This design comes from an exercise in tuning for small area, a short achievable clock period and few clock cycles per item on the open sky130 flow, not from production work.
RTL that was checked went through simulation tests only; none was proved equivalent to the original.
For runs 2 and 3, only the layout was checked, not whether the RTL still works.
Power figures rest on the tool's default switching activity, not on a simulated workload.

**flow/config.mk**
```make
export PLATFORM = sky130hd
export DESIGN_NAME = stream_record_player
export DESIGN_NICKNAME = stream_record_player
export VERILOG_FILES = /design/flow/design.v
export SDC_FILE = /design/flow/constraint.sdc
export NUM_CORES = 4
export LEC_CHECK = 0
export CAP_MARGIN = 20
export CORE_MARGIN = 2
export CORE_UTILIZATION = 40
export CTS_BUF_LIST = sky130_fd_sc_hd__clkbuf_16
export CTS_CLUSTER_DIAMETER = 120
export CTS_CLUSTER_SIZE = 32
export SETUP_SLACK_MARGIN = 2.75
export SLEW_MARGIN = 20
```
**flow/constraint.sdc**
```tcl
create_clock -name core_clock -period 5.0 [get_ports {clk}]
set_input_delay 1.0000 -clock core_clock [delete_from_list [all_inputs] [get_ports {clk}]]
set_output_delay 1.0000 -clock core_clock [all_outputs]
set_load 0.01 [all_outputs]
```
**flow/design.v**
```verilog
module stream_record_player #(
    parameter int DATA_WIDTH = 8,
    parameter int ADDR_WIDTH = 8
) (
    input  logic                  clk,
    input  logic                  reset,
    input  logic                  record,
    input  logic                  play,
    input  logic                  loop,
    input  logic [DATA_WIDTH-1:0] in_data,
    input  logic                  in_valid,
    input  logic                  in_last,
    output logic                  in_ready,
    output logic [DATA_WIDTH-1:0] out_data,
    output logic                  out_valid,
    output logic                  out_last,
    input  logic                  out_ready,
    output logic [ADDR_WIDTH:0]   stored_len,
    output logic                  overflow,
    output logic                  busy
);
    localparam int                  DEPTH    = 1 << ADDR_WIDTH;
    localparam int                  SPB      = 3;                   
    localparam int                  SP       = 1 << SPB;            
    localparam int                  NTAP     = DEPTH / SP;
    localparam int                  TB       = ADDR_WIDTH - SPB;    
    localparam int                  TLB      = 3;                   
    localparam int                  TL       = 1 << TLB;
    localparam int                  TH       = NTAP / TL;
    localparam int                  DL       = SP;                  
    localparam int                  FD       = 10;                  
    localparam int                  FB       = 4;                   
    localparam logic [ADDR_WIDTH:0] PTR_ONE  = {{ADDR_WIDTH{1'b0}}, 1'b1};
    localparam logic [ADDR_WIDTH:0] LAST_IDX = {1'b0, {ADDR_WIDTH{1'b1}}};
    localparam logic [ADDR_WIDTH-1:0] PH_START = ADDR_WIDTH'(SP - 2);
    localparam logic [ADDR_WIDTH-1:0] WPOS0    = PH_START + ADDR_WIDTH'(2);
    logic loop_req;
    assign loop_req = loop;
    logic                   rec_cap, rec_done;
    logic                   rec_cap_n, rec_done_n;
    logic                   play_run, play_done;
    logic                   play_run_n, play_done_n;
    logic                   rec_idle, play_idle;
    logic                   ov;          
    logic [ADDR_WIDTH:0]    wr_ptr;      
    logic                   in_accept;
    logic                   out_hs;
    logic                   cap_start;
    logic                   cap_end;
    logic                   has_data;    
    assign rec_idle  = !rec_cap && !rec_done;
    assign play_idle = !play_run && !play_done;
    assign in_accept = in_valid & rec_cap;
    assign out_hs    = ov & out_ready;
    always_comb begin
        rec_cap_n  = 1'b0;
        rec_done_n = 1'b0;
        if (record) begin
            if (rec_idle) begin
                rec_cap_n = play_idle;
            end else if (rec_cap) begin
                if (in_accept && (in_last || (wr_ptr == LAST_IDX))) rec_done_n = 1'b1;
                else rec_cap_n = 1'b1;
            end else begin
                rec_done_n = 1'b1;
            end
        end
    end
    assign cap_start = !rec_cap && rec_cap_n;
    assign cap_end   = rec_cap && !rec_cap_n;
    always_comb begin
        play_run_n  = 1'b0;
        play_done_n = 1'b0;
        if (play) begin
            if (play_idle) begin
                if (!record && !rec_cap) begin
                    play_run_n  = has_data;
                    play_done_n = !has_data;
                end
            end else if (play_run) begin
                if (out_hs && out_last && !loop_req) play_done_n = 1'b1;
                else play_run_n = 1'b1;
            end else begin
                play_done_n = 1'b1;
            end
        end
    end
    always_ff @(posedge clk or posedge reset) begin
        if (reset) begin
            rec_cap    <= 1'b0;
            rec_done   <= 1'b0;
            in_ready   <= 1'b0;
            play_run   <= 1'b0;
            play_done  <= 1'b0;
            busy       <= 1'b0;
            stored_len <= '0;
            has_data   <= 1'b0;
            overflow   <= 1'b0;
        end else begin
            rec_cap   <= rec_cap_n;
            rec_done  <= rec_done_n;
            in_ready  <= rec_cap_n;
            play_run  <= play_run_n;
            play_done <= play_done_n;
            busy      <= rec_cap_n || rec_done_n || play_run_n || play_done_n;
            if (cap_start) begin
                overflow <= 1'b0;
            end
            if (cap_end) begin
                stored_len <= wr_ptr + {{ADDR_WIDTH{1'b0}}, in_accept};
                has_data   <= (wr_ptr != '0) || in_accept;
                if (in_accept && (wr_ptr == LAST_IDX) && !in_last) overflow <= 1'b1;
            end
        end
    end
    always_ff @(posedge clk) begin
        if (cap_start)      wr_ptr <= '0;
        else if (in_accept) wr_ptr <= wr_ptr + PTR_ONE;
    end
    logic                   cap_start_d;
    logic                   flush_d;
    always_ff @(posedge clk or posedge reset) begin
        if (reset) begin
            cap_start_d <= 1'b1;
            flush_d     <= 1'b1;
        end else begin
            cap_start_d <= cap_start;
            flush_d     <= cap_start || (play_run && !play);
        end
    end
    logic [ADDR_WIDTH-1:0]  phase;
    logic [ADDR_WIDTH-1:0]  phase1;
    assign phase1 = phase + 1'b1;
    always_ff @(posedge clk) begin
        phase <= cap_start ? PH_START : phase1;
    end
    logic [DATA_WIDTH-1:0]  dl_data [DL];
    logic [DL-1:0]          pend;        
    logic [DL-1:0]          pend_n;
    logic [DL-1:0]          wsel;        
    logic [DL-1:0]          wsel_n;
    logic [DATA_WIDTH-1:0]  wdata;
    logic                   wr_en;
    logic [ADDR_WIDTH:0]    wcnt;        
    logic [SPB-1:0]         wpa;
    logic [TL-1:0]          wsl;
    logic [TH-1:0]          wsh;
    logic [NTAP-1:0]        wtap;
    always_ff @(posedge clk) begin
        dl_data[0] <= in_data;
        for (int i = 1; i < DL; i++) dl_data[i] <= dl_data[i-1];
    end
    always_comb begin
        wdata = '0;
        for (int i = 0; i < DL; i++) wdata = wdata | ({DATA_WIDTH{wsel[i]}} & dl_data[i]);
    end
    assign wr_en = (|wsel) && (wpa == '0);
    always_comb begin
        pend_n[0] = in_accept;
        for (int i = 1; i < DL; i++)
            pend_n[i] = pend[i-1] && !(wr_en && wsel[i-1]) && !cap_start_d;
        for (int i = 0; i < DL; i++) begin
            wsel_n[i] = pend_n[i];
            for (int k = i + 1; k < DL; k++) wsel_n[i] = wsel_n[i] && !pend_n[k];
        end
    end
    always_ff @(posedge clk) begin
        pend <= pend_n;
        wsel <= wsel_n;
        if (cap_start_d)  wcnt <= '0;
        else if (wr_en)   wcnt <= wcnt + PTR_ONE;
        if (cap_start_d) begin
            wpa <= WPOS0[SPB-1:0];
            for (int l = 0; l < TL; l++) wsl[l] <= (WPOS0[SPB+TLB-1:SPB] == TLB'(l));
            for (int h = 0; h < TH; h++) wsh[h] <= (WPOS0[ADDR_WIDTH-1:SPB+TLB] == (TB-TLB)'(h));
        end else if (!wr_en) begin
            wpa <= wpa + 1'b1;
            if (wpa == '1) begin
                wsl <= {wsl[TL-2:0], wsl[TL-1]};
                if (wsl[TL-1]) wsh <= {wsh[TH-2:0], wsh[TH-1]};
            end
        end
    end
    always_comb begin
        for (int j = 0; j < NTAP; j++) wtap[j] = wr_en && wsh[j / TL] && wsl[j % TL];
    end
    logic [DATA_WIDTH-1:0]  ring [DEPTH];
    always_ff @(posedge clk) begin
        for (int p = 0; p < DEPTH; p++) begin
            if ((p % SP) == 0 && wtap[p / SP])
                ring[p] <= wdata;
            else
                ring[p] <= ring[(p + DEPTH - 1) % DEPTH];
        end
    end
    logic [ADDR_WIDTH:0]    nf;          
    logic [ADDR_WIDTH:0]    nfp;         
    logic [SPB-1:0]         rpa;         
    logic [TL-1:0]          rsl;         
    logic [TH-1:0]          rsh;         
    logic                   rinc;        
    logic                   restart;
    logic                   wrap_p;      
    logic                   fetch_ok;    
    logic                   fetch;
    logic                   flast;
    logic                   avail;
    logic [DATA_WIDTH-1:0]  rdata;
    logic [DATA_WIDTH-1:0]  rgrp [TH];
    always_comb begin
        for (int h = 0; h < TH; h++) begin
            rgrp[h] = '0;
            for (int l = 0; l < TL; l++)
                rgrp[h] = rgrp[h] | ({DATA_WIDTH{rsl[l]}} & ring[(h * TL + l) * SP]);
        end
        rdata = '0;
        for (int h = 0; h < TH; h++) rdata = rdata | ({DATA_WIDTH{rsh[h]}} & rgrp[h]);
    end
    logic [FD-1:0]          occ;         
    logic [FB-1:0]          fwp, frp;
    logic [DATA_WIDTH:0]    fmem [FD];
    logic                   pop;
    logic                   fready;      
    logic [DATA_WIDTH:0]    rreg;
    logic                   rinfl;
    logic [FB-1:0]          fwp_d;
    assign avail    = (nf != wcnt) && (!rec_cap || (nfp != wcnt));
    assign flast    = !rec_cap && (nfp == stored_len);
    assign fetch_ok = avail && (rpa == '0) && !restart;
    assign fetch    = fetch_ok && !occ[FD-1];
    assign restart  = flush_d || wrap_p;
    assign rinc     = (rpa == '1);
    assign fready   = occ[1] || (occ[0] && !rinfl);
    always_ff @(posedge clk) begin
        wrap_p <= fetch && flast;
        if (restart) begin
            nf  <= '0;
            nfp <= PTR_ONE;
            rpa <= phase1[SPB-1:0];
            for (int l = 0; l < TL; l++) rsl[l] <= (phase1[SPB+TLB-1:SPB] == TLB'(l));
            for (int h = 0; h < TH; h++) rsh[h] <= (phase1[ADDR_WIDTH-1:SPB+TLB] == (TB-TLB)'(h));
        end else begin
            if (fetch) begin
                nf  <= nfp;
                nfp <= nfp + PTR_ONE;
            end else begin
                rpa <= rpa + 1'b1;
            end
            if (rinc) begin
                rsl <= {rsl[TL-2:0], rsl[TL-1]};
                if (rsl[TL-1]) rsh <= {rsh[TH-2:0], rsh[TH-1]};
            end
        end
    end
    always_ff @(posedge clk) begin
        if (flush_d) begin
            occ <= '0;
            fwp <= '0;
            frp <= '0;
        end else begin
            if (fetch && !pop) occ <= {occ[FD-2:0], 1'b1};
            if (pop && !fetch) occ <= {1'b0, occ[FD-1:1]};
            if (fetch) fwp <= (fwp == FB'(FD - 1)) ? '0 : fwp + 1'b1;
            if (pop)   frp <= (frp == FB'(FD - 1)) ? '0 : frp + 1'b1;
        end
        rinfl <= fetch;
        rreg  <= {flast, rdata};
        fwp_d <= fwp;
        if (rinfl) fmem[fwp_d] <= rreg;
    end
    assign pop = play_run_n && (!ov || out_ready) && fready && !flush_d;
    always_ff @(posedge clk or posedge reset) begin
        if (reset) begin
            out_valid <= 1'b0;
            ov        <= 1'b0;
        end else begin
            if (!play_run_n || flush_d) begin
                out_valid <= 1'b0;
                ov        <= 1'b0;
            end else if (!ov || out_ready) begin
                out_valid <= fready;
                ov        <= fready;
            end
        end
    end
    always_ff @(posedge clk) begin
        if (pop) {out_last, out_data} <= fmem[frp];
    end
endmodule
```
**flow/run.sh**
```bash
#!/bin/bash
# synth_recipe.tcl (not shown) runs the flow's synth.tcl, then flattens the netlist and writes it again
# the make line also repeats each setting of config.mk as NAME=value (left out here)
make -C /OpenROAD-flow-scripts/flow DESIGN_CONFIG=/design/flow/config.mk WORK_HOME=/design/flow/orfs CLKGATE_MAP_FILE= SYNTH_SCRIPT=/design/flow/synth_recipe.tcl finish
```
==> results.txt, run 1 <==
Outcome
- finished clean — status

Global route
- 14.2% — GRT Total Usage
- 38 — maximum number of pins on one net before global-route repair
- 0 — total gr overflow
- 157 mm — global-route wire length before repair
- 25200 — vias in the first global route
- 6 — number of antenna violations at the first check in global routing

Setup path
- sky130_fd_sc_hd__dfrtp_1 — cell with the largest stage delay on the worst path
- 6 — R2R depth
- output pin — critical path capture point type
- buf_6 — cell breakdown of the critical path
- 0.44 ns — largest incremental delay on the critical path
- rsl[2] — startpoint of the most critical register-to-register path
- 2.78 ns — setup slack of the most critical reg-to-reg path
- rreg[5] — FF-to-FF End
- 2 — maximum fanout along the worst path
- 4.00 ns — required time at the endpoint of the critical path
- stored_len[2] — worst setup path end
- 1.29 ns — data arrival time at the worst-slack endpoint
- flip-flop — startpoint kind of the worst setup timing path
- 1 — Crit. path cell count
- 1 — CP Buf/Inv Count
- stored_len[2] — crit path launch
- flip-flop to output pin — type of the worst setup path
- flip-flops — cell family contributing the most delay on the critical path

Synth
- 4 — number of warnings issued by yosys
- 0.808% — fraction of registers with async set/reset
- 84.4% — share of the yosys chip area belonging to registers
- 114 — number of enable flip-flop cells after synthesis
- 3836 — syn nets
- 3804 — synthesized instance count
- sky130_fd_sc_hd__dfxtp_1 — leading register cell type out of synthesis
- 2352 — synthesized flop and latch total
- 67 — post-synth cell types
- 57300 sq um — Post-Syn Area
- 15.1 sq um — syn_area_per_cell

STA
- 0 ns — total negative slack for setup checks
- 0.436 GHz — highest clock frequency the design can meet
- 0 — final hold viol count
- 2.29 ns — time the worst path needs with I/O delays and setup
- 0 — Final Max Tran Viols
- true — setup repair after global routing missed its margin
- 0.0337 ns — largest clock skew in the final design
- 2.71 ns — Final Worst Setup Slack
- 25.0% — remaining max-slew budget at the tightest pin
- 1.12 ns — actual transition at the worst max-transition pin
- 0 — # setup viols final
- 45.8% — share of the clock period used by the worst path

CTS
- 84 — cts bufs inserted
- 0.71 ns — Clock Latency Late Sink
- yes — TritonCTS clock tree
- 0 — quantity of hold-fixing buffers added after cts
- 3 — H-Tree Depth
- 0.12 ns — Reg clk slew, reported paths
- 2352 — clock sink count
- sky130_fd_sc_hd__clkbuf_16 — root buffer cell
- 3 — maximum clock path buffer count

Routing
- 5 — Pre-Repair DR Iteration Count
- 0 — residual DRC count
- 104 mm — drt total wl
- 0 — post-detailed-route count of antenna-violating nets
- 4.48 — ratio of routed vias to standard cells
- 1727 — Initial DRC Count
- 26000 — routed vias
- 18.0 um — routed wirelength normalized by instance count

Cells and area
- 8250 sq um — area used by multi-input combinational logic
- 12600 — Fillers
- sky130_fd_sc_hd__dfxtp_1, sky130_fd_sc_hd__nand2_1, sky130_fd_sc_hd__o21ai_0, sky130_fd_sc_hd__a22oi_1, sky130_fd_sc_hd__edfxtp_1 — commonest non-fill, non-tap cells in the layout
- sky130_fd_sc_hd__dfxtp_1 — most common cell after layout, fill and taps aside
- 44.4% — fin util
- 9.63% — share of final-layout standard cells stronger than drive strength 1
- 3941 — Final Net Count
- 9.85% — area grow syn2layout
- 48400 sq um — register cell area after layout

Worst hold path
- flip-flop to flip-flop — class of the tightest hold or removal check
- 0 — Cells on Worst Hold Path

Pwr
- 32.0 mW — total chip power
- 0.478 mV — IR drop worst, VDD
- 508 nW/um^2 — Pwr Density
- 23.4 nW — Pleak

Die
- 40.4% — initial core utilization
- 142000 sq um — area of the placeable core
- 138 — Site Rows
- 38 — I/O Pins
- 382 um — Vert. Die Dim
- 146000 sq um — die outline area
- 382 um — die boundary width

Placed design
- 0.753 — weighted congestion reported at the end of routability-driven placement
- 37 — Port Buf Inserts
- 1.40 ns — worst-case setup slack after placement
- 62.6 mm — half-perimeter wire length of the detailed placement result

Flow run
- 0 — total of max-cap violations

[synth_stat cells (all sizes together) (3+ instances only)]
| cell | instances | area share [%] |
|---|---|---|
| a211oi | 11 | 0.14 |
| a21o | 3 | 0.039 |
| a21oi | 48 | 0.42 |
| a22oi | 176 | 2.3 |
| a31oi | 3 | 0.033 |
| and2 | 11 | 0.12 |
| and3 | 3 | 0.033 |
| and4 | 12 | 0.18 |
| buf | 57 | 0.89 |
| clkbuf | 97 | 0.64 |
| dfrtp | 17 | 0.74 |
| dfxtp | 2219 | 78 |
| edfxtp | 114 | 6.0 |
| ha | 16 | 0.35 |
| inv | 22 | 0.14 |
| mux2 | 3 | 0.059 |
| mux2i | 37 | 0.65 |
| mux4 | 18 | 0.71 |
| nand2 | 322 | 2.1 |
| nand2b | 11 | 0.12 |
| nand3 | 60 | 1.2 |
| nand3b | 3 | 0.061 |
| nand4 | 41 | 0.45 |
| nor2 | 78 | 0.51 |
| nor2b | 5 | 0.055 |
| nor3 | 16 | 0.14 |
| nor4 | 8 | 0.098 |
| nor4b | 5 | 0.13 |
| o21ai | 274 | 2.4 |
| o31ai | 14 | 0.18 |
| or3 | 8 | 0.087 |
| or4 | 5 | 0.079 |
| xnor2 | 39 | 0.60 |
| xor2 | 18 | 0.28 |
[repair_timing]
item,in CTS,in global routing
pin swaps,9,9
setup buffers,65,22
resized for setup,149,32
setup endpoints to repair,364,117
cloned,4,1
[state kept, by name (all words and copies together), names as in the netlist, 9 cells and up]
| signal | count |
|---|---|
| rreg | 9 |
| dl_data | 64 |
| nfp | 9 |
| wr_ptr | 9 |
| ring | 2048 |
| fmem | 90 |
| stored_len | 9 |
| wcnt | 9 |
| nf | 9 |
| occ | 10 |
[how the worst min path moves through the flow]
stage	from	to	slack (ns)
final	ring[210][6]	ring[211][6]	0.32
after global routing	ring[227][6]	ring[228][6]	0.32
after CTS	ring[226][5]	ring[227][5]	0.31
after detailed placement	ring[122][2]	ring[123][2]	0.31
after global placement	ring[81][7]	ring[82][7]	0.31
after floorplan	ring[99][0]	ring[100][0]	0.31
[logic make-up (layout without fill, tap and decap cells)]
kind of cell / count (synthesis) / count (layout) / share of synthesized area [%]
buffers and inverters: 178 / 293 / 1.68
other: 0 / 3 / 0
AOI/OAI and AO/OA: 550 / 551 / 5.85
and+or+nand+nor: 593 / 597 / 5.44
xor gates and xnor gates: 57 / 57 / 0.872
DFF: 2352 / 2352 / 84.4
muxes: 58 / 58 / 1.41
adders and majority gates: 16 / 16 / 0.350
[where the power goes]
group / internal [mW] / switching [mW] / total [mW]
registers: 19.7 / 0.496 / 20.2
clock network: 3.13 / 5.25 / 8.38
logic: 1.06 / 2.37 / 3.43
[routing by layer]
layer	wire (um)	GRT usage, %	vias to the layer above
li1	-	-	12800
met1	52400	21.0	12700
met2	45000	21.2	380
met3	4760	2.52	102
met4	2280	3.91	0
met5	0	0	-
[metrics by stage]
| stage | instances | hold slack, ns | cell area (sq um) |
|---|---|---|---|
| after floorplan | 3804 | 0.310 | 57300 |
| after global placement | 5621 | 0.310 | 59500 |
| after detailed placement | 5621 | 0.312 | 59600 |
| after CTS | 5791 | 0.314 | 62600 |
| after global routing | 5814 | 0.320 | 62900 |
| final | 5817 | 0.318 | 62900 |
[layout make-up]
class,instances,area share (%)
tap,1890,3.76
inverter,24,0.151
antenna,3,0.0119
multi-input combinational,1279,13.1
clock inverter,17,0.314
timing repair buffer,168,2.39
sequential,2352,76.9
clock buffer,84,3.34
Testbench counts, summed over its fixed seeds: cycles 56,241, items 34,689.
==> inputs of run 2 (changes only) <==
--- a/flow/design.v
+++ b/flow/design.v
@@ -154,7 +154,8 @@
         wdata = '0;
         for (int i = 0; i < DL; i++) wdata = wdata | ({DATA_WIDTH{wsel[i]}} & dl_data[i]);
     end
-    assign wr_en = (|wsel) && (wpa == '0);
+    logic                   wr_en_n;
+    assign wr_en_n = (|wsel_n) && (cap_start_d || wr_en || (wpa == '1));
     always_comb begin
         pend_n[0] = in_accept;
         for (int i = 1; i < DL; i++)
@@ -165,8 +166,9 @@
         end
     end
     always_ff @(posedge clk) begin
-        pend <= pend_n;
-        wsel <= wsel_n;
+        pend  <= pend_n;
+        wsel  <= wsel_n;
+        wr_en <= wr_en_n;
         if (cap_start_d)  wcnt <= '0;
         else if (wr_en)   wcnt <= wcnt + PTR_ONE;
         if (cap_start_d) begin
--- a/flow/config.mk
+++ b/flow/config.mk
@@ -9,7 +9,7 @@
 export CORE_MARGIN = 2
 export CORE_UTILIZATION = 40
 export CTS_BUF_LIST = sky130_fd_sc_hd__clkbuf_16
-export CTS_CLUSTER_DIAMETER = 120
-export CTS_CLUSTER_SIZE = 32
+export CTS_CLUSTER_DIAMETER = 80
+export CTS_CLUSTER_SIZE = 30
 export SETUP_SLACK_MARGIN = 2.75
 export SLEW_MARGIN = 20
==> run 2 against run 1 <==
Against the previous run:
- global-route usage fell by 0.36 points
- combinational power fell by 11%
- first-iteration DRC count rose by 13%
- sequential share of layout area rose by 1.2 points
- largest power group unchanged
- highest routed layer unchanged
==> results.txt, run 2 <==
Routing
- 5 — Pre-Repair DR Iteration Count
- 1943 — Initial DRC Count
- 43.5 mm — routed wire length on met2
- 51.1 mm — post-route met1 wirelength
- 0 — residual DRC count
- 17.6 um — routed wirelength normalized by instance count
- 0 — post-detailed-route count of antenna-violating nets
- 101 mm — drt total wl
- 4.23 mm — sum of met3 wire segment lengths after detailed routing
- met4 — top layer in use
- 25700 — routed vias
- 4.46 — ratio of routed vias to standard cells

Setup path
- 5 — R2R depth
- out_last — crit path launch
- output pin — critical path capture point type
- 4.00 ns — required time at the endpoint of the critical path
- rsl[0] — startpoint of the most critical register-to-register path
- 0.44 ns — largest incremental delay on the critical path
- 2.80 ns — setup slack of the most critical reg-to-reg path
- flip-flop — startpoint kind of the worst setup timing path
- flip-flop to output pin — type of the worst setup path
- 1 — Crit. path cell count
- buf_2 — cell breakdown of the critical path
- 1.30 ns — data arrival time at the worst-slack endpoint
- 2 — maximum fanout along the worst path
- sky130_fd_sc_hd__edfxtp_1 — cell with the largest stage delay on the worst path
- flip-flops — cell family contributing the most delay on the critical path
- out_last — worst setup path end
- 1 — CP Buf/Inv Count
- rreg[3] — FF-to-FF End

Placed design
- 0.763 — weighted congestion reported at the end of routability-driven placement
- 59000 sq um — post-place instance area
- 61.0 mm — half-perimeter wire length of the detailed placement result
- 37 — Port Buf Inserts

Synth
- 78.6% — share of the synthesized area in the top cell type
- sky130_fd_sc_hd__dfxtp_1 — biggest area consumer among synthesized cells
- 3818 — synthesized instance count
- 14.8 sq um — syn_area_per_cell
- 56500 sq um — Post-Syn Area
- 4 — number of warnings issued by yosys
- 62 — post-synth cell types
- sky130_fd_sc_hd__dfxtp_1, sky130_fd_sc_hd__edfxtp_1, sky130_fd_sc_hd__nand2_1 — Area contributors post-synth
- 0.807% — fraction of registers with async set/reset
- 3849 — syn nets
- 114 — number of enable flip-flop cells after synthesis
- 85.5% — share of the yosys chip area belonging to registers
- sky130_fd_sc_hd__dfxtp_1 — leading cell type by number of instances after synthesis
- sky130_fd_sc_hd__dfxtp_1, sky130_fd_sc_hd__nand2_1, sky130_fd_sc_hd__o21ai_0 — commonest cells in the netlist
- 2353 — synthesized flop and latch total
- sky130_fd_sc_hd__dfxtp_1 — leading register cell type out of synthesis

STA
- 0.434 GHz — highest clock frequency the design can meet
- 0 — # setup viols final
- 0 ns — total negative slack for setup checks
- 0.0408 ns — largest clock skew in the final design
- 28.4% — remaining max-slew budget at the tightest pin
- 1.07 ns — actual transition at the worst max-transition pin
- 2.30 ns — time the worst path needs with I/O delays and setup
- true — setup repair after global routing missed its margin
- 0 — final hold viol count
- 46.1% — share of the clock period used by the worst path
- 0.295 ns — final-layout worst hold slack
- 0 — Final Max Tran Viols

Cells and area
- ring (2048), fmem (90), dl_data (64) — biggest regs
- 12500 — Fillers
- ring — register containing the most flip-flops in the final layout
- 44.3% — fin util
- 6.96% — share of final-layout standard cells stronger than drive strength 1
- 3891 — Final Net Count
- 9.50% — area grow syn2layout
- 2048 — flip-flop count of the largest register, all copies and words added
- 61900 sq um — post-layout instance area
- sky130_fd_sc_hd__dfxtp_1 — most common cell after layout, fill and taps aside
- sky130_fd_sc_hd__dfxtp_1, sky130_fd_sc_hd__nand2_1, sky130_fd_sc_hd__o21ai_0, sky130_fd_sc_hd__a22oi_1, sky130_fd_sc_hd__edfxtp_1 — commonest non-fill, non-tap cells in the layout

Global route
- 35 — maximum number of pins on one net before global-route repair
- 152 mm — global-route wire length before repair
- 13.8% — GRT Total Usage
- 0 — total gr overflow
- 3 — number of antenna violations at the first check in global routing
- 24500 — vias in the first global route

CTS
- 0.11 ns — Reg clk slew, reported paths
- 91 — cts bufs inserted
- yes — TritonCTS clock tree
- 3 — H-Tree Depth
- sky130_fd_sc_hd__clkbuf_16 — root buffer cell
- 2353 — clock sink count
- 0.71 ns — Clock Latency Late Sink
- 3 — maximum clock path buffer count

Die
- 380 um — die boundary width
- 380 um — Vert. Die Dim
- 140000 sq um — area of the placeable core
- 40.4% — initial core utilization
- 137 — Site Rows
- 38 — I/O Pins
- 144000 sq um — die outline area

Worst hold path
- flip-flop to flip-flop — class of the tightest hold or removal check
- 0 — Cells on Worst Hold Path

Flow run
- 0 — total of max-cap violations

Pwr
- 0.308 mV — IR drop worst, VDD
- 521 nW/um^2 — Pwr Density
- 23.2 nW — Pleak

Outcome
- finished clean — status

## run 2: changes by cell type after synthesis, sizes merged, moves of 3 or more
cell    previous run  this run
nand3             60        32
clkbuf            97       135
nor4b              5         2
and4              12         8
a21oi             48        55
xnor2             39        32
nor2              78        74
nor2b              5        14
a31o               1         4
xor2              18        26
and3               3         8
nand2            322       368
buf               57        19
mux2i             37        28
## run 2: what timing repair did
action                                  CTS  global route
endpoints found under the setup margin   56            57
pin swaps                                 0             3
hold buffers                              0             0
gates resized for setup                 117            29
setup buffers                            22             9
cloned                                    0             1
## run 2: cell families after synthesis
kind of cell / after synthesis / synth area share [%]
DFF: 2353 / 85.5
AOI/OAI and AO/OA: 557 / 6.00
adders and majority gates: 15 / 0.332
muxes: 48 / 1.25
and+or+nand+nor: 611 / 4.81
xor gates and xnor gates: 58 / 0.898
buffers and inverters: 176 / 1.21
## run 2: how the worst min path moves through the flow
stage / endpoint / slack [ns] / from
after floorplan: ring[100][0] / 0.31 / ring[99][0]
after global placement: ring[179][2] / 0.31 / ring[178][2]
after detailed placement: ring[146][5] / 0.31 / ring[145][5]
after CTS: ring[163][7] / 0.30 / ring[162][7]
after global routing: ring[37][7] / 0.31 / ring[36][7]
final: ring[37][7] / 0.29 / ring[36][7]
## run 2: per-layer routing
metal,track usage (%),vias to the layer above
met2,20.7,379
li1,-,12700
met5,0,-
met4,4.02,0
met1,20.6,12500
met3,2.02,133
## run 2: area by class of cell
class / count / area [sq um] / share of cell area, %
flip-flops and latches: 2353 / 48400 / 78.2
multi-input cells: 1289 / 7640 / 12.3
well taps: 1876 / 2350 / 3.79
clock buffers: 92 / 2300 / 3.72
repair buffers: 103 / 876 / 1.41
clock inverters: 23 / 272 / 0.439
inverters: 22 / 91.3 / 0.148
diodes: 1 / 2.50 / 0.00404
## run 2: power breakdown
group / internal [mW] / total, mW / switching (mW) / leakage (nW)
Combinational: 0.869 / 3.04 / 2.17 / 2.64
Clock: 3.52 / 8.86 / 5.35 / 1.28
Sequential: 19.8 / 20.4 / 0.600 / 19.2
Total: 24.2 / 32.3 / 8.12 / 23.2
## run 2: stage by stage
| stage | setup slack, ns | instances | power (mW) |
|---|---|---|---|
| after floorplan | 2.28 | 3818 | 22.0 |
| after global placement | 1.55 | 5611 | 23.6 |
| after detailed placement | 1.54 | 5611 | 23.6 |
| after CTS | 2.64 | 5748 | 32.5 |
| after global routing | 2.62 | 5758 | 33.5 |
| final | 2.70 | 5759 | 32.3 |
==> inputs of run 3 (changes only) <==
--- a/flow/design.v
+++ b/flow/design.v
@@ -28,7 +28,7 @@
     localparam int                  TL       = 1 << TLB;
     localparam int                  TH       = NTAP / TL;
     localparam int                  DL       = SP;                  
-    localparam int                  FD       = 10;                  
+    localparam int                  FD       = 9;                   
     localparam int                  FB       = 4;                   
     localparam logic [ADDR_WIDTH:0] PTR_ONE  = {{ADDR_WIDTH{1'b0}}, 1'b1};
     localparam logic [ADDR_WIDTH:0] LAST_IDX = {1'b0, {ADDR_WIDTH{1'b1}}};
@@ -154,8 +154,7 @@
         wdata = '0;
         for (int i = 0; i < DL; i++) wdata = wdata | ({DATA_WIDTH{wsel[i]}} & dl_data[i]);
     end
-    logic                   wr_en_n;
-    assign wr_en_n = (|wsel_n) && (cap_start_d || wr_en || (wpa == '1));
+    assign wr_en = (|wsel) && (wpa == '0);
     always_comb begin
         pend_n[0] = in_accept;
         for (int i = 1; i < DL; i++)
@@ -166,9 +165,8 @@
         end
     end
     always_ff @(posedge clk) begin
-        pend  <= pend_n;
-        wsel  <= wsel_n;
-        wr_en <= wr_en_n;
+        pend <= pend_n;
+        wsel <= wsel_n;
         if (cap_start_d)  wcnt <= '0;
         else if (wr_en)   wcnt <= wcnt + PTR_ONE;
         if (cap_start_d) begin
@@ -223,16 +221,13 @@
     logic [DATA_WIDTH:0]    fmem [FD];
     logic                   pop;
     logic                   fready;      
-    logic [DATA_WIDTH:0]    rreg;
-    logic                   rinfl;
-    logic [FB-1:0]          fwp_d;
     assign avail    = (nf != wcnt) && (!rec_cap || (nfp != wcnt));
     assign flast    = !rec_cap && (nfp == stored_len);
     assign fetch_ok = avail && (rpa == '0) && !restart;
     assign fetch    = fetch_ok && !occ[FD-1];
     assign restart  = flush_d || wrap_p;
     assign rinc     = (rpa == '1);
-    assign fready   = occ[1] || (occ[0] && !rinfl);
+    assign fready   = occ[0];
     always_ff @(posedge clk) begin
         wrap_p <= fetch && flast;
         if (restart) begin
@@ -265,10 +260,7 @@
             if (fetch) fwp <= (fwp == FB'(FD - 1)) ? '0 : fwp + 1'b1;
             if (pop)   frp <= (frp == FB'(FD - 1)) ? '0 : frp + 1'b1;
         end
-        rinfl <= fetch;
-        rreg  <= {flast, rdata};
-        fwp_d <= fwp;
-        if (rinfl) fmem[fwp_d] <= rreg;
+        if (fetch) fmem[fwp] <= {flast, rdata};
     end
     assign pop = play_run_n && (!ov || out_ready) && fready && !flush_d;
     always_ff @(posedge clk or posedge reset) begin
==> run 3 against run 2 <==
Against the previous run:
- sequential cell count shrank 25
- global-route usage rose by 0.39 points
- via count about the same
- critical path type unchanged
- critical endpoint unchanged
- largest cell class unchanged
==> results.txt, run 3 <==
CTS
- 0 — quantity of hold-fixing buffers added after cts
- 2328 — clock sink count
- 0.69 ns — Clock Latency Late Sink
- 3 — maximum clock path buffer count
- yes — TritonCTS clock tree
- 0.11 ns — Reg clk slew, reported paths
- 89 — cts bufs inserted
- sky130_fd_sc_hd__clkbuf_16 — root buffer cell
- 3 — H-Tree Depth

Synth
- 1.51% — proportion of synthesized area in mux cells
- compound AO/OA/AOI/OAI gates — largest family of logic cells by synthesized area
- 2328 — synthesized flop and latch total
- sky130_fd_sc_hd__dfxtp_1 — leading cell type by number of instances after synthesis
- sky130_fd_sc_hd__dfxtp_1 — biggest area consumer among synthesized cells
- 14.8 sq um — syn_area_per_cell
- sky130_fd_sc_hd__dfxtp_1, sky130_fd_sc_hd__nand2_1, sky130_fd_sc_hd__o21ai_0 — commonest cells in the netlist
- 3765 — synthesized instance count
- 5.61% — complex-gate fraction of the synthesized area
- 105 — number of enable flip-flop cells after synthesis
- 4.77% — fraction of the mapped netlist area in simple logic gates
- 4 — number of warnings issued by yosys
- 85.5% — share of the yosys chip area belonging to registers
- 0.863% — xor-xnor portion of the synthesized cell area
- sky130_fd_sc_hd__dfxtp_1, sky130_fd_sc_hd__edfxtp_1, sky130_fd_sc_hd__o21ai_0 — Area contributors post-synth
- 0.493% — post-synthesis share of cell area spent on full adders, half adders and majority gates
- 79.0% — share of the synthesized area in the top cell type
- 55800 sq um — Post-Syn Area
- 3803 — syn nets
- sky130_fd_sc_hd__dfxtp_1 — leading register cell type out of synthesis
- 0.816% — fraction of registers with async set/reset
- 52 — post-synth cell types

Die
- 38 — I/O Pins
- 137 — Site Rows
- 139000 sq um — area of the placeable core
- 40.2% — initial core utilization
- 378 um — die boundary width
- 378 um — Vert. Die Dim
- 143000 sq um — die outline area

Setup path
- 2 — maximum fanout along the worst path
- sky130_fd_sc_hd__edfxtp_1 — cell with the largest stage delay on the worst path
- flip-flop to output pin — type of the worst setup path
- flip-flop — startpoint kind of the worst setup timing path
- 4.00 ns — required time at the endpoint of the critical path
- flip-flops — cell family contributing the most delay on the critical path
- 1.31 ns — data arrival time at the worst-slack endpoint
- output pin — critical path capture point type
- 2.71 ns — setup slack of the most critical reg-to-reg path
- 0.46 ns — largest incremental delay on the critical path
- 1 — CP Buf/Inv Count
- buf_2 — cell breakdown of the critical path

STA
- true — setup repair after global routing missed its margin
- 46.2% — share of the clock period used by the worst path
- 2.31 ns — time the worst path needs with I/O delays and setup
- 0 — # setup viols final
- 0 ns — total negative slack for setup checks
- 0.433 GHz — highest clock frequency the design can meet
- 0.0368 ns — largest clock skew in the final design
- 1.07 ns — actual transition at the worst max-transition pin
- 0 — Final Max Tran Viols
- 0 — final hold viol count
- 28.6% — remaining max-slew budget at the tightest pin

Cells and area
- ring — register containing the most flip-flops in the final layout
- sky130_fd_sc_hd__dfxtp_1, sky130_fd_sc_hd__nand2_1, sky130_fd_sc_hd__o21ai_0, sky130_fd_sc_hd__a22oi_1, sky130_fd_sc_hd__edfxtp_1 — commonest non-fill, non-tap cells in the layout
- 12.0% — area grow syn2layout
- 2048 — flip-flop count of the largest register, all copies and words added
- 0 — diodes inserted
- 3933 — Final Net Count
- 47800 sq um — register cell area after layout
- 62500 sq um — post-layout instance area
- ring (2048), fmem (81), dl_data (64) — biggest regs
- 12200 — Fillers
- sky130_fd_sc_hd__dfxtp_1 — most common cell after layout, fill and taps aside
- 11.1% — share of final-layout standard cells stronger than drive strength 1
- 8130 sq um — area used by multi-input combinational logic

Routing
- 103 mm — drt total wl
- 0 — residual DRC count
- 4.43 — ratio of routed vias to standard cells
- 5 — Pre-Repair DR Iteration Count
- 0 — post-detailed-route count of antenna-violating nets
- 25700 — routed vias
- 17.8 um — routed wirelength normalized by instance count
- 1938 — Initial DRC Count

Placed design
- 58200 sq um — post-place instance area
- 0.753 — weighted congestion reported at the end of routability-driven placement
- 37 — Port Buf Inserts
- 59.6 mm — half-perimeter wire length of the detailed placement result

Global route
- 0 — total gr overflow
- 2 — number of antenna violations at the first check in global routing
- 24700 — vias in the first global route
- 36 — maximum number of pins on one net before global-route repair
- 14.2% — GRT Total Usage
- 153 mm — global-route wire length before repair

Pwr
- 0.402 mV — IR drop worst, VDD
- 23.6 nW — Pleak
- 518 nW/um^2 — Pwr Density

Worst hold path
- flip-flop to flip-flop — class of the tightest hold or removal check

Outcome
- finished clean — status

Flow run
- 0 — total of max-cap violations

## run 3: cell families after synthesis
family | count (synthesis)
flops | 2328
simple gates | 604
compound gates | 520
buf+inv | 175
mux | 61
xor+xnor | 55
fa+ha+maj | 22
## run 3: final cells by class
class / instances / share of cell area, %
inverter: 26 / 0.176
tap: 1876 / 3.75
sequential: 2328 / 76.4
timing repair buffer: 177 / 2.83
clock buffer: 90 / 3.60
clock inverter: 18 / 0.242
multi-input combinational: 1273 / 13.0
## run 3: path summary, 6_finish.rpt
kind,from,end,cells past startpoint
hold reg to reg,ring[219][6],ring[220][6],0
min in group asynchronous,reset,play_done,2
setup / recovery,out_last,out_last,1
setup reg to reg,rsl[0],fmem[3][7],6
hold / removal,ring[219][6],ring[220][6],0
max in group asynchronous,reset,rec_cap,2
## run 3: metrics by stage
step	total power, mW	utilization [%]	hold WS [ns]	instances	setup WS (ns)
floorplan	21.6	-	0.310	3765	2.43
global placement	23.1	41.9	0.309	5559	1.43
detailed placement	23.2	41.9	0.312	5559	1.50
CTS	32.2	44.5	0.316	5744	2.62
global route	33.6	45.0	0.333	5788	2.61
finish	32.4	45.0	0.319	5788	2.69
## run 3: routing by layer
metal | part of all wire (%) | track usage [%] | up-vias
met5 | 0 | 0 | -
met4 | 2.3 | 4.10 | 0
met3 | 3.4 | 1.68 | 119
met2 | 44 | 22.1 | 395
met1 | 50 | 20.8 | 12500
li1 | - | - | 12700
## run 3: report_power, final
| group | switching [mW] | internal, mW |
|---|---|---|
| Combinational | 2.48 | 1.39 |
| Sequential | 0.572 | 19.4 |
| Clock | 5.20 | 3.31 |
| Total | 8.25 | 24.2 |
## run 3: timing repair
action                     CTS  global route
setup endpoints to repair  487           209
gates resized for setup    232            80
buffers inserted            68            39
hold endpoints to repair     0             0
gates cloned                 9             5
pin swaps                   41            46
==> inputs of run 4 (changes only) <==
--- a/flow/design.v
+++ b/flow/design.v
@@ -154,7 +154,8 @@
         wdata = '0;
         for (int i = 0; i < DL; i++) wdata = wdata | ({DATA_WIDTH{wsel[i]}} & dl_data[i]);
     end
-    assign wr_en = (|wsel) && (wpa == '0);
+    logic                   wr_en_n;
+    assign wr_en_n = (|wsel_n) && (cap_start_d || wr_en || (wpa == '1));
     always_comb begin
         pend_n[0] = in_accept;
         for (int i = 1; i < DL; i++)
@@ -165,8 +166,9 @@
         end
     end
     always_ff @(posedge clk) begin
-        pend <= pend_n;
-        wsel <= wsel_n;
+        pend  <= pend_n;
+        wsel  <= wsel_n;
+        wr_en <= wr_en_n;
         if (cap_start_d)  wcnt <= '0;
         else if (wr_en)   wcnt <= wcnt + PTR_ONE;
         if (cap_start_d) begin
--- a/flow/config.mk
+++ b/flow/config.mk
@@ -9,7 +9,8 @@
 export CORE_MARGIN = 2
 export CORE_UTILIZATION = 40
 export CTS_BUF_LIST = sky130_fd_sc_hd__clkbuf_16
-export CTS_CLUSTER_DIAMETER = 80
-export CTS_CLUSTER_SIZE = 30
+export CTS_CLUSTER_DIAMETER = 120
+export CTS_CLUSTER_SIZE = 32
+export PLACE_DENSITY = 0.75
 export SETUP_SLACK_MARGIN = 2.75
 export SLEW_MARGIN = 20
==> run 4 against run 3 <==
Against the previous run:
- clock skew fell by 0.0021 ns
- final cell count decreased by 1.1%
- via count grew 2.0%
- sequential cell count increased by 1
- clock power fell by 3.4%
- hold slack got worse by 0.0036 ns
- die area grew 0.42%
- routed wire length down 2.0%
- critical path type unchanged
==> results.txt, run 4 <==
Outcome
- finished clean — status

Die
- 143000 sq um — die outline area
- 38 — I/O Pins
- 139000 sq um — area of the placeable core
- 378 um — Vert. Die Dim
- 137 — Site Rows
- 378 um — die boundary width
- 40.2% — initial core utilization

Pwr
- 23.1 nW — Pleak
- 0.353 mV — IR drop worst, VDD
- 31.2 mW — total chip power
- 508 nW/um^2 — Pwr Density

STA
- 2.68 ns — Final Worst Setup Slack
- 0 — final hold viol count
- 0.431 GHz — highest clock frequency the design can meet
- 0 — # setup viols final
- 0.0347 ns — largest clock skew in the final design
- 2.32 ns — time the worst path needs with I/O delays and setup
- true — setup repair after global routing missed its margin
- 0 ns — total negative slack for setup checks
- 46.4% — share of the clock period used by the worst path
- 0.996 ns — actual transition at the worst max-transition pin
- 0.315 ns — final-layout worst hold slack
- 0 — Final Max Tran Viols
- 33.6% — remaining max-slew budget at the tightest pin

Routing
- 0 — residual DRC count
- 4.57 — ratio of routed vias to standard cells
- 101 mm — drt total wl
- 0 — post-detailed-route count of antenna-violating nets
- 17.6 um — routed wirelength normalized by instance count
- 26200 — routed vias
- 2271 — Initial DRC Count
- 6 — Pre-Repair DR Iteration Count

Cells and area
- 5726 — final instance count without filler cells
- sky130_fd_sc_hd__dfxtp_1, sky130_fd_sc_hd__nand2_1, sky130_fd_sc_hd__o21ai_0, sky130_fd_sc_hd__a22oi_1, sky130_fd_sc_hd__edfxtp_1 — commonest non-fill, non-tap cells in the layout
- 7.93% — share of final-layout standard cells stronger than drive strength 1
- 3870 — Final Net Count
- ring (2048), fmem (81), dl_data (64) — biggest regs
- 7880 sq um — area used by multi-input combinational logic
- 61400 sq um — post-layout instance area
- 47800 sq um — register cell area after layout
- 2048 — flip-flop count of the largest register, all copies and words added
- sky130_fd_sc_hd__dfxtp_1 — most common cell after layout, fill and taps aside
- 11800 — Fillers
- 44.1% — fin util
- ring — register containing the most flip-flops in the final layout
- 9.61% — area grow syn2layout

Synth
- sky130_fd_sc_hd__dfxtp_1, sky130_fd_sc_hd__edfxtp_1, sky130_fd_sc_hd__nand2_1 — Area contributors post-synth
- 68 — post-synth cell types
- 78.7% — share of the synthesized area in the top cell type
- 0.816% — fraction of registers with async set/reset
- sky130_fd_sc_hd__dfxtp_1, sky130_fd_sc_hd__nand2_1, sky130_fd_sc_hd__o21ai_0 — commonest cells in the netlist
- 56100 sq um — Post-Syn Area
- 14.8 sq um — syn_area_per_cell
- sky130_fd_sc_hd__dfxtp_1 — leading cell type by number of instances after synthesis
- sky130_fd_sc_hd__dfxtp_1 — leading register cell type out of synthesis
- 2329 — synthesized flop and latch total
- 4 — number of warnings issued by yosys
- 85.2% — share of the yosys chip area belonging to registers
- sky130_fd_sc_hd__dfxtp_1 — biggest area consumer among synthesized cells
- 3781 — synthesized instance count
- 105 — number of enable flip-flop cells after synthesis
- 3818 — syn nets

Global route
- 47 — maximum number of pins on one net before global-route repair
- 0 — total gr overflow
- 2 — number of antenna violations at the first check in global routing
- 13.7% — GRT Total Usage
- 151 mm — global-route wire length before repair
- 25500 — vias in the first global route

Setup path
- 2 — maximum fanout along the worst path
- 1.32 ns — data arrival time at the worst-slack endpoint
- flip-flop — startpoint kind of the worst setup timing path
- output pin — critical path capture point type
- buf_2 — cell breakdown of the critical path
- 1 — CP Buf/Inv Count
- 0.46 ns — largest incremental delay on the critical path
- sky130_fd_sc_hd__edfxtp_1 — cell with the largest stage delay on the worst path
- flip-flops — cell family contributing the most delay on the critical path
- 4.00 ns — required time at the endpoint of the critical path
- flip-flop to output pin — type of the worst setup path

CTS
- 0 — quantity of hold-fixing buffers added after cts
- 2329 — clock sink count
- 3 — maximum clock path buffer count
- 0.70 ns — Clock Latency Late Sink
- yes — TritonCTS clock tree
- sky130_fd_sc_hd__clkbuf_16 — root buffer cell
- 3 — H-Tree Depth
- 0.12 ns — Reg clk slew, reported paths
- 82 — cts bufs inserted

Placed design
- 5571 — total instance count after detailed placement
- 60.7 mm — half-perimeter wire length of the detailed placement result
- 0.814 — weighted congestion reported at the end of routability-driven placement
- 58400 sq um — post-place instance area
- 37 — Port Buf Inserts
- 1.55 ns — worst-case setup slack after placement

Flow run
- 0 — total of max-cap violations

Worst hold path
- flip-flop to flip-flop — class of the tightest hold or removal check

-- run 4: report_power, final --
group / total, mW / switching [mW] / internal, mW
combinational: 2.93 / 2.05 / 0.875
sequential: 20.1 / 0.562 / 19.5
clock: 8.22 / 5.14 / 3.08
-- run 4: what timing repair did --
item | in CTS | in global routing
gates cloned | 2 | 4
endpoints found under the setup margin | 283 | 170
buffers inserted | 21 | 27
pin swaps | 13 | 28
gates resized for setup | 143 | 55
-- run 4: worst paths after layout --
kind                        startpoint  depth (start not counted)  slack, ns            end
max in group asynchronous        reset                          2       3.76  stored_len[2]
setup reg to reg                rsl[5]                          6       2.75     fmem[6][6]
hold / removal             ring[38][5]                          0       0.32    ring[39][5]
min in group asynchronous        reset                          2       0.72           busy
hold reg to reg            ring[38][5]                          0       0.32    ring[39][5]
setup / recovery              out_last                          1       2.68       out_last
-- run 4: layout make-up --
class	instances	area share, %
inverter	29	0.183
antenna	2	0.00814
tap	1876	3.82
multi-input combinational	1279	12.8
timing repair buffer	112	1.68
clock buffer	83	3.38
clock inverter	16	0.267
sequential	2329	77.8
-- run 4: cell families (layout without fill, tap and decap cells) --
family	count (synthesis)	after routing	share of synthesized area (%)
buf+inv	179	240	1.33
flops	2329	2329	85.2
mux	59	59	1.46
simple gates	610	616	4.85
compound gates	525	525	5.72
fa+ha+maj	21	21	0.469
xor+xnor	58	58	0.946
other cells	0	2	0
-- run 4: per-layer routing --
layer  wire (um)  part of all wire, %  vias to the layer above  global-route usage (%)
met3        4860                  4.8                      129                    2.07
met5           0                    0                        -                       0
li1            -                    -                    12500                       -
met4        1840                  1.8                        0                    3.25
met2       45100                   45                      628                    21.5
met1       49100                   49                    12900                    19.8
Testbench counts of run 4, summed over its fixed seeds: cycles 56,233, items 34,689.
==> inputs of run 5 (changes only) <==
--- a/flow/config.mk
+++ b/flow/config.mk
@@ -9,8 +9,7 @@
 export CORE_MARGIN = 2
 export CORE_UTILIZATION = 40
 export CTS_BUF_LIST = sky130_fd_sc_hd__clkbuf_16
-export CTS_CLUSTER_DIAMETER = 120
-export CTS_CLUSTER_SIZE = 32
-export PLACE_DENSITY = 0.75
+export CTS_CLUSTER_DIAMETER = 80
+export CTS_CLUSTER_SIZE = 30
 export SETUP_SLACK_MARGIN = 2.75
 export SLEW_MARGIN = 20
==> run 5 against run 4 <==
Against the previous run:
- area after synthesis did not move
- total power rose by 1.6%
- die area did not move
- final cell count rose by 0.47%
- critical endpoint is now out_data[6]
- global-route usage rose by 0.39 points
- critical path depth did not move
==> results.txt, run 5 <==
Synth
- 3781 — synthesized instance count
- 68 — post-synth cell types
- sky130_fd_sc_hd__dfxtp_1 — leading cell type by number of instances after synthesis
- sky130_fd_sc_hd__dfxtp_1 — leading register cell type out of synthesis
- 78.7% — share of the synthesized area in the top cell type
- 2329 — synthesized flop and latch total
- sky130_fd_sc_hd__dfxtp_1 — biggest area consumer among synthesized cells
- sky130_fd_sc_hd__dfxtp_1, sky130_fd_sc_hd__edfxtp_1, sky130_fd_sc_hd__nand2_1 — Area contributors post-synth
- 56100 sq um — Post-Syn Area
- 105 — number of enable flip-flop cells after synthesis
- 85.2% — share of the yosys chip area belonging to registers
- 0.816% — fraction of registers with async set/reset
- sky130_fd_sc_hd__dfxtp_1, sky130_fd_sc_hd__nand2_1, sky130_fd_sc_hd__o21ai_0 — commonest cells in the netlist
- 3818 — syn nets
- 14.8 sq um — syn_area_per_cell
- 4 — number of warnings issued by yosys

Setup path
- 1 — maximum fanout along the worst path
- flip-flop — startpoint kind of the worst setup timing path
- 1 — CP Buf/Inv Count
- 1.30 ns — data arrival time at the worst-slack endpoint
- flip-flops — cell family contributing the most delay on the critical path
- 4.00 ns — required time at the endpoint of the critical path
- buf_2 — cell breakdown of the critical path
- output pin — critical path capture point type
- flip-flop to output pin — type of the worst setup path
- sky130_fd_sc_hd__edfxtp_1 — cell with the largest stage delay on the worst path
- 0.45 ns — largest incremental delay on the critical path

CTS
- 3 — maximum clock path buffer count
- 89 — cts bufs inserted
- 0.11 ns — Reg clk slew, reported paths
- sky130_fd_sc_hd__clkbuf_16 — root buffer cell
- 2329 — clock sink count
- 0.70 ns — Clock Latency Late Sink
- yes — TritonCTS clock tree
- 3 — H-Tree Depth

Die
- 378 um — Vert. Die Dim
- 137 — Site Rows
- 139000 sq um — area of the placeable core
- 38 — I/O Pins
- 40.2% — initial core utilization
- 143000 sq um — die outline area
- 378 um — die boundary width

STA
- 0 ns — total negative slack for setup checks
- 1.08 ns — actual transition at the worst max-transition pin
- 46.1% — share of the clock period used by the worst path
- 0.0354 ns — largest clock skew in the final design
- 0 — # setup viols final
- 0 — Final Max Tran Viols
- 0.434 GHz — highest clock frequency the design can meet
- 28.1% — remaining max-slew budget at the tightest pin
- 2.30 ns — time the worst path needs with I/O delays and setup
- true — setup repair after global routing missed its margin
- 0 — final hold viol count

Placed design
- 37 — Port Buf Inserts
- 0.760 — weighted congestion reported at the end of routability-driven placement
- 61.3 mm — half-perimeter wire length of the detailed placement result

Cells and area
- ring (2048), fmem (81), dl_data (64) — biggest regs
- 10.0% — area grow syn2layout
- sky130_fd_sc_hd__dfxtp_1 — most common cell after layout, fill and taps aside
- 8.70% — share of final-layout standard cells stronger than drive strength 1
- sky130_fd_sc_hd__dfxtp_1, sky130_fd_sc_hd__nand2_1, sky130_fd_sc_hd__o21ai_0, sky130_fd_sc_hd__a22oi_1, sky130_fd_sc_hd__edfxtp_1 — commonest non-fill, non-tap cells in the layout
- 3888 — Final Net Count
- ring — register containing the most flip-flops in the final layout
- 2048 — flip-flop count of the largest register, all copies and words added

Global route
- 14.1% — GRT Total Usage
- 24500 — vias in the first global route
- 152 mm — global-route wire length before repair
- 2 — number of antenna violations at the first check in global routing
- 0 — total gr overflow
- 47 — maximum number of pins on one net before global-route repair

Routing
- 25600 — routed vias
- 102 mm — drt total wl
- 17.7 um — routed wirelength normalized by instance count
- 0 — post-detailed-route count of antenna-violating nets
- 0 — residual DRC count
- 4.45 — ratio of routed vias to standard cells
- 6 — Pre-Repair DR Iteration Count
- 2143 — Initial DRC Count

Outcome
- finished clean — status

Pwr
- 23.2 nW — Pleak
- 514 nW/um^2 — Pwr Density
- 31.7 mW — total chip power
- 0.380 mV — IR drop worst, VDD

Worst hold path
- flip-flop to flip-flop — class of the tightest hold or removal check

Flow run
- 0 — total of max-cap violations

run 5: cell counts after synthesis:
No cell type changed its count.
run 5: cell type report:
cell class,count,area (sq um)
inverters,29,124
diodes,3,7.51
clock buffers,91,2280
well taps,1876,2350
clock inverters,23,199
repair buffers,128,1090
flip-flops and latches,2329,47800
multi-input cells,1274,7830
fillers,12400,77700
run 5: kinds of logic (layout without fill, tap and decap cells):
kind of cell,Yosys count,in the layout,share of synthesized area (%)
xor+xnor,58,58,0.946
compound gates,525,525,5.72
flops,2329,2329,85.2
mux,59,59,1.46
fa+ha+maj,21,21,0.469
simple gates,610,611,4.85
other cells,0,3,0
buf+inv,179,271,1.33
run 5: layer usage:
layer	vias to the layer above	share of wire, %	wire [um]	GRT usage (%)
li1	12600	-	-	-
met2	444	43	44000	21.1
met4	0	2.9	2990	4.30
met3	153	4.0	4050	2.30
met5	-	0	0	0
met1	12400	50	50700	20.7
run 5: power by group:
group | internal (mW) | switching (mW) | leakage, nW
Clock | 3.36 | 5.26 | 1.25
Combinational | 0.920 | 2.15 | 2.92
Sequential | 19.5 | 0.528 | 19.0
run 5: final timing paths:
path	from	end	slack, ns	cells past startpoint
worst max-delay path	out_data[6]	out_data[6]	2.70	1
worst min-delay path	ring[38][4]	ring[39][4]	0.32	0
worst max register to register	rsl[3]	fmem[1][5]	2.74	6
worst min register to register	ring[38][4]	ring[39][4]	0.32	0
max in group asynchronous	reset	stored_len[0]	3.71	2
min in group asynchronous	reset	stored_len[8]	0.74	2
run 5: metrics by stage:
stage / util [%] / hold WS, ns / instance area (sq um) / cells / setup slack (ns)
CTS: 44.0 / 0.320 / 61300 / 5721 / 2.60
detailed placement: 41.9 / 0.312 / 58400 / 5576 / 1.53
global placement: 41.9 / 0.310 / 58400 / 5576 / 1.55
finish: 44.3 / 0.319 / 61700 / 5753 / 2.70
floorplan: - / 0.310 / 56100 / 3781 / 2.44
global route: 44.3 / 0.320 / 61700 / 5750 / 2.61
run 5: repair_timing:
action	4_1_cts	5_1_grt
resized for setup	142	50
pin swaps	13	9
cloned	1	1
hold buffers	0	0
buffers inserted	30	28
setup endpoints to repair	196	174
run 5: worst reg2reg max path, delay by kind of cell (launching register included):
kind / cells / cell delay (ns)
AOI/OAI and AO/OA: 2 / 0.72
buffers and inverters: 2 / 0.55
DFF: 1 / 0.38
and+or+nand+nor: 2 / 0.32
==> inputs of run 6 (changes only) <==
--- a/flow/config.mk
+++ b/flow/config.mk
@@ -8,7 +8,7 @@
 export CAP_MARGIN = 20
 export CORE_MARGIN = 2
 export CORE_UTILIZATION = 40
-export CTS_BUF_LIST = sky130_fd_sc_hd__clkbuf_16
+export CTS_BUF_LIST = sky130_fd_sc_hd__clkbuf_8 sky130_fd_sc_hd__clkbuf_16
 export CTS_CLUSTER_DIAMETER = 80
 export CTS_CLUSTER_SIZE = 30
 export SETUP_SLACK_MARGIN = 2.75
==> run 6 against run 5 <==
Against the previous run:
- largest cell class unchanged
- first-iteration DRC count stayed put
- combinational power hardly changed
- area after synthesis is the same
- non-clock buffer count unchanged
- setup slack unchanged
- critical path type unchanged
- critical endpoint unchanged
- hold slack did not move
- critical path depth is the same
- total power did not move
- clock power about the same
- clock-buffer cell count stayed put
==> results.txt, run 6 <==
Outcome
- finished clean — status

Cells and area
- ring (2048), fmem (81), dl_data (64) — biggest regs
- 8.70% — share of final-layout standard cells stronger than drive strength 1
- 10.0% — area grow syn2layout
- sky130_fd_sc_hd__dfxtp_1 — most common cell after layout, fill and taps aside
- 2048 — flip-flop count of the largest register, all copies and words added
- 44.3% — fin util
- 5753 — final instance count without filler cells
- 61700 sq um — post-layout instance area
- sky130_fd_sc_hd__dfxtp_1, sky130_fd_sc_hd__nand2_1, sky130_fd_sc_hd__o21ai_0, sky130_fd_sc_hd__a22oi_1, sky130_fd_sc_hd__edfxtp_1 — commonest non-fill, non-tap cells in the layout
- 3888 — Final Net Count
- ring — register containing the most flip-flops in the final layout

Setup path
- 1 — CP Buf/Inv Count
- flip-flops — cell family contributing the most delay on the critical path
- 1 — maximum fanout along the worst path
- 0.45 ns — largest incremental delay on the critical path
- flip-flop to output pin — type of the worst setup path
- rsl[3] — startpoint of the most critical register-to-register path
- output pin — critical path capture point type
- 2.74 ns — setup slack of the most critical reg-to-reg path
- 1.30 ns — data arrival time at the worst-slack endpoint
- 6 — R2R depth
- flip-flop — startpoint kind of the worst setup timing path
- 1 — Crit. path cell count
- out_data[6] — crit path launch
- 4.00 ns — required time at the endpoint of the critical path
- out_data[6] — worst setup path end
- sky130_fd_sc_hd__edfxtp_1 — cell with the largest stage delay on the worst path
- fmem[1][5] — FF-to-FF End
- buf_2 — cell breakdown of the critical path

STA
- 0 — Final Max Tran Viols
- 2.30 ns — time the worst path needs with I/O delays and setup
- 0.319 ns — final-layout worst hold slack
- true — setup repair after global routing missed its margin
- 0 — # setup viols final
- 2.70 ns — Final Worst Setup Slack
- 0 ns — total negative slack for setup checks
- 1.08 ns — actual transition at the worst max-transition pin
- 46.1% — share of the clock period used by the worst path
- 28.1% — remaining max-slew budget at the tightest pin
- 0.0354 ns — largest clock skew in the final design
- 0.434 GHz — highest clock frequency the design can meet
- 0 — final hold viol count

Die
- 38 — I/O Pins
- 143000 sq um — die outline area
- 378 um — die boundary width
- 139000 sq um — area of the placeable core
- 378 um — Vert. Die Dim
- 137 — Site Rows
- 40.2% — initial core utilization

Synth
- sky130_fd_sc_hd__dfxtp_1, sky130_fd_sc_hd__nand2_1, sky130_fd_sc_hd__o21ai_0 — commonest cells in the netlist
- 3781 — synthesized instance count
- sky130_fd_sc_hd__dfxtp_1 — leading register cell type out of synthesis
- 2329 — synthesized flop and latch total
- 78.7% — share of the synthesized area in the top cell type
- sky130_fd_sc_hd__dfxtp_1, sky130_fd_sc_hd__edfxtp_1, sky130_fd_sc_hd__nand2_1 — Area contributors post-synth
- 0.816% — fraction of registers with async set/reset
- 105 — number of enable flip-flop cells after synthesis
- 14.8 sq um — syn_area_per_cell
- sky130_fd_sc_hd__dfxtp_1 — leading cell type by number of instances after synthesis
- 4 — number of warnings issued by yosys
- sky130_fd_sc_hd__dfxtp_1 — biggest area consumer among synthesized cells
- 56100 sq um — Post-Syn Area
- 3818 — syn nets
- 85.2% — share of the yosys chip area belonging to registers
- 68 — post-synth cell types

Routing
- 102 mm — drt total wl
- 0 — residual DRC count
- 6 — Pre-Repair DR Iteration Count
- 17.7 um — routed wirelength normalized by instance count
- 0 — post-detailed-route count of antenna-violating nets
- 4.45 — ratio of routed vias to standard cells
- 2143 — Initial DRC Count
- 25600 — routed vias

Global route
- 0 — total gr overflow
- 152 mm — global-route wire length before repair
- 47 — maximum number of pins on one net before global-route repair
- 14.1% — GRT Total Usage
- 2 — number of antenna violations at the first check in global routing
- 24500 — vias in the first global route

Pwr
- 23.2 nW — Pleak
- 0.380 mV — IR drop worst, VDD
- 31.7 mW — total chip power
- 514 nW/um^2 — Pwr Density

CTS
- 0 — quantity of hold-fixing buffers added after cts
- 2329 — clock sink count
- 3 — maximum clock path buffer count
- 3 — H-Tree Depth
- 0.11 ns — Reg clk slew, reported paths
- 89 — cts bufs inserted
- 0.70 ns — Clock Latency Late Sink
- sky130_fd_sc_hd__clkbuf_16 — root buffer cell
- yes — TritonCTS clock tree

Placed design
- 1.53 ns — worst-case setup slack after placement
- 5576 — total instance count after detailed placement
- 58400 sq um — post-place instance area
- 0.760 — weighted congestion reported at the end of routability-driven placement
- 37 — Port Buf Inserts
- 61.3 mm — half-perimeter wire length of the detailed placement result

Flow run
- 0 — total of max-cap violations

Worst hold path
- flip-flop to flip-flop — class of the tightest hold or removal check

run 6: cell families after synthesis:
logic type | count (synthesis) | share of synthesized area, %
DFF | 2329 | 85.2
AOI/OAI and AO/OA | 525 | 5.72
adders and majority gates | 21 | 0.469
and+or+nand+nor | 610 | 4.85
xor gates and xnor gates | 58 | 0.946
buffers and inverters | 179 | 1.33
muxes | 59 | 1.46
run 6: metal layers:
metal	GRT usage, %	wire length [um]
met1	20.7	50700
met2	21.1	44000
met3	2.30	4050
met4	4.30	2990
met5	0	0
run 6: repair_timing:
item / in CTS / in global routing
setup endpoints to repair: 196 / 174
gates resized for setup: 142 / 50
cloned: 1 / 1
buffers inserted: 30 / 28
pin swaps: 13 / 9
hold endpoints to repair: 0 / 0
run 6: how the worst min path moves through the flow:
| stage | slack, ns | end | depth (start not counted) | start |
|---|---|---|---|---|
| after floorplan | 0.31 | ring[100][0] | 0 | ring[99][0] |
| after global routing | 0.32 | ring[77][3] | 0 | ring[76][3] |
| after detailed placement | 0.31 | ring[119][5] | 0 | ring[118][5] |
| after global placement | 0.31 | ring[163][7] | 0 | ring[162][7] |
| final | 0.32 | ring[39][4] | 0 | ring[38][4] |
| after CTS | 0.32 | ring[77][3] | 0 | ring[76][3] |
run 6: cell type report:
type | count | area [sq um]
flip-flops and latches | 2329 | 47800
repair buffers | 128 | 1090
well taps | 1876 | 2350
clock inverters | 23 | 199
inverters | 29 | 124
multi-input cells | 1274 | 7830
diodes | 3 | 7.51
fillers | 12400 | 77700
clock buffers | 91 | 2280
run 6: where the power goes:
| group | leakage (nW) | total (mW) | switching, mW | internal [mW] |
|---|---|---|---|---|
| combinational | 2.92 | 3.07 | 2.15 | 0.920 |
| sequential | 19.0 | 20.0 | 0.528 | 19.5 |
| clock | 1.25 | 8.62 | 5.26 | 3.36 |

-- what the ideal ports hide --
The flow's constraints put no driver on any port. The routed layouts listed below were extracted and timed again, unchanged, in two steps. Step 1 (the two cells are an assumption about what drives the block):
set clk [get_ports {clk}]
set_driving_cell -lib_cell sky130_fd_sc_hd__clkbuf_16 $clk
set_driving_cell -lib_cell sky130_fd_sc_hd__buf_2 [delete_from_list [all_inputs] $clk]
Step 2 times the ports against the registers' clock, not the clock port: input delays grow and output delays shrink by t, the midpoint of the rising clock arrivals with the driver on. a / b / c = ideal ports / drivers / drivers and shift; a / b = the first two.
run	shift t [ns]	setup slack, ns	hold WS [ns]
run 1	0.768	2.709 / 2.634 / 2.065	0.318 / 0.318 / 0.318
run 2	0.762	2.697 / 2.619 / 2.082	0.295 / 0.295 / 0.295
run 3	0.745	2.691 / 2.618 / 2.146	0.319 / 0.319 / 0.319
run 4	0.752	2.679 / 2.611 / 2.198	0.315 / 0.315 / 0.315
run 5	0.750	2.696 / 2.627 / 2.172	0.319 / 0.319 / 0.319
run 6	0.750	2.696 / 2.627 / 2.172	0.319 / 0.319 / 0.319
After both steps setup and hold are still met in every run listed. The setup slack of run 1, which loses most, moves by -0.075 ns with the drivers and by -0.644 ns with both steps.
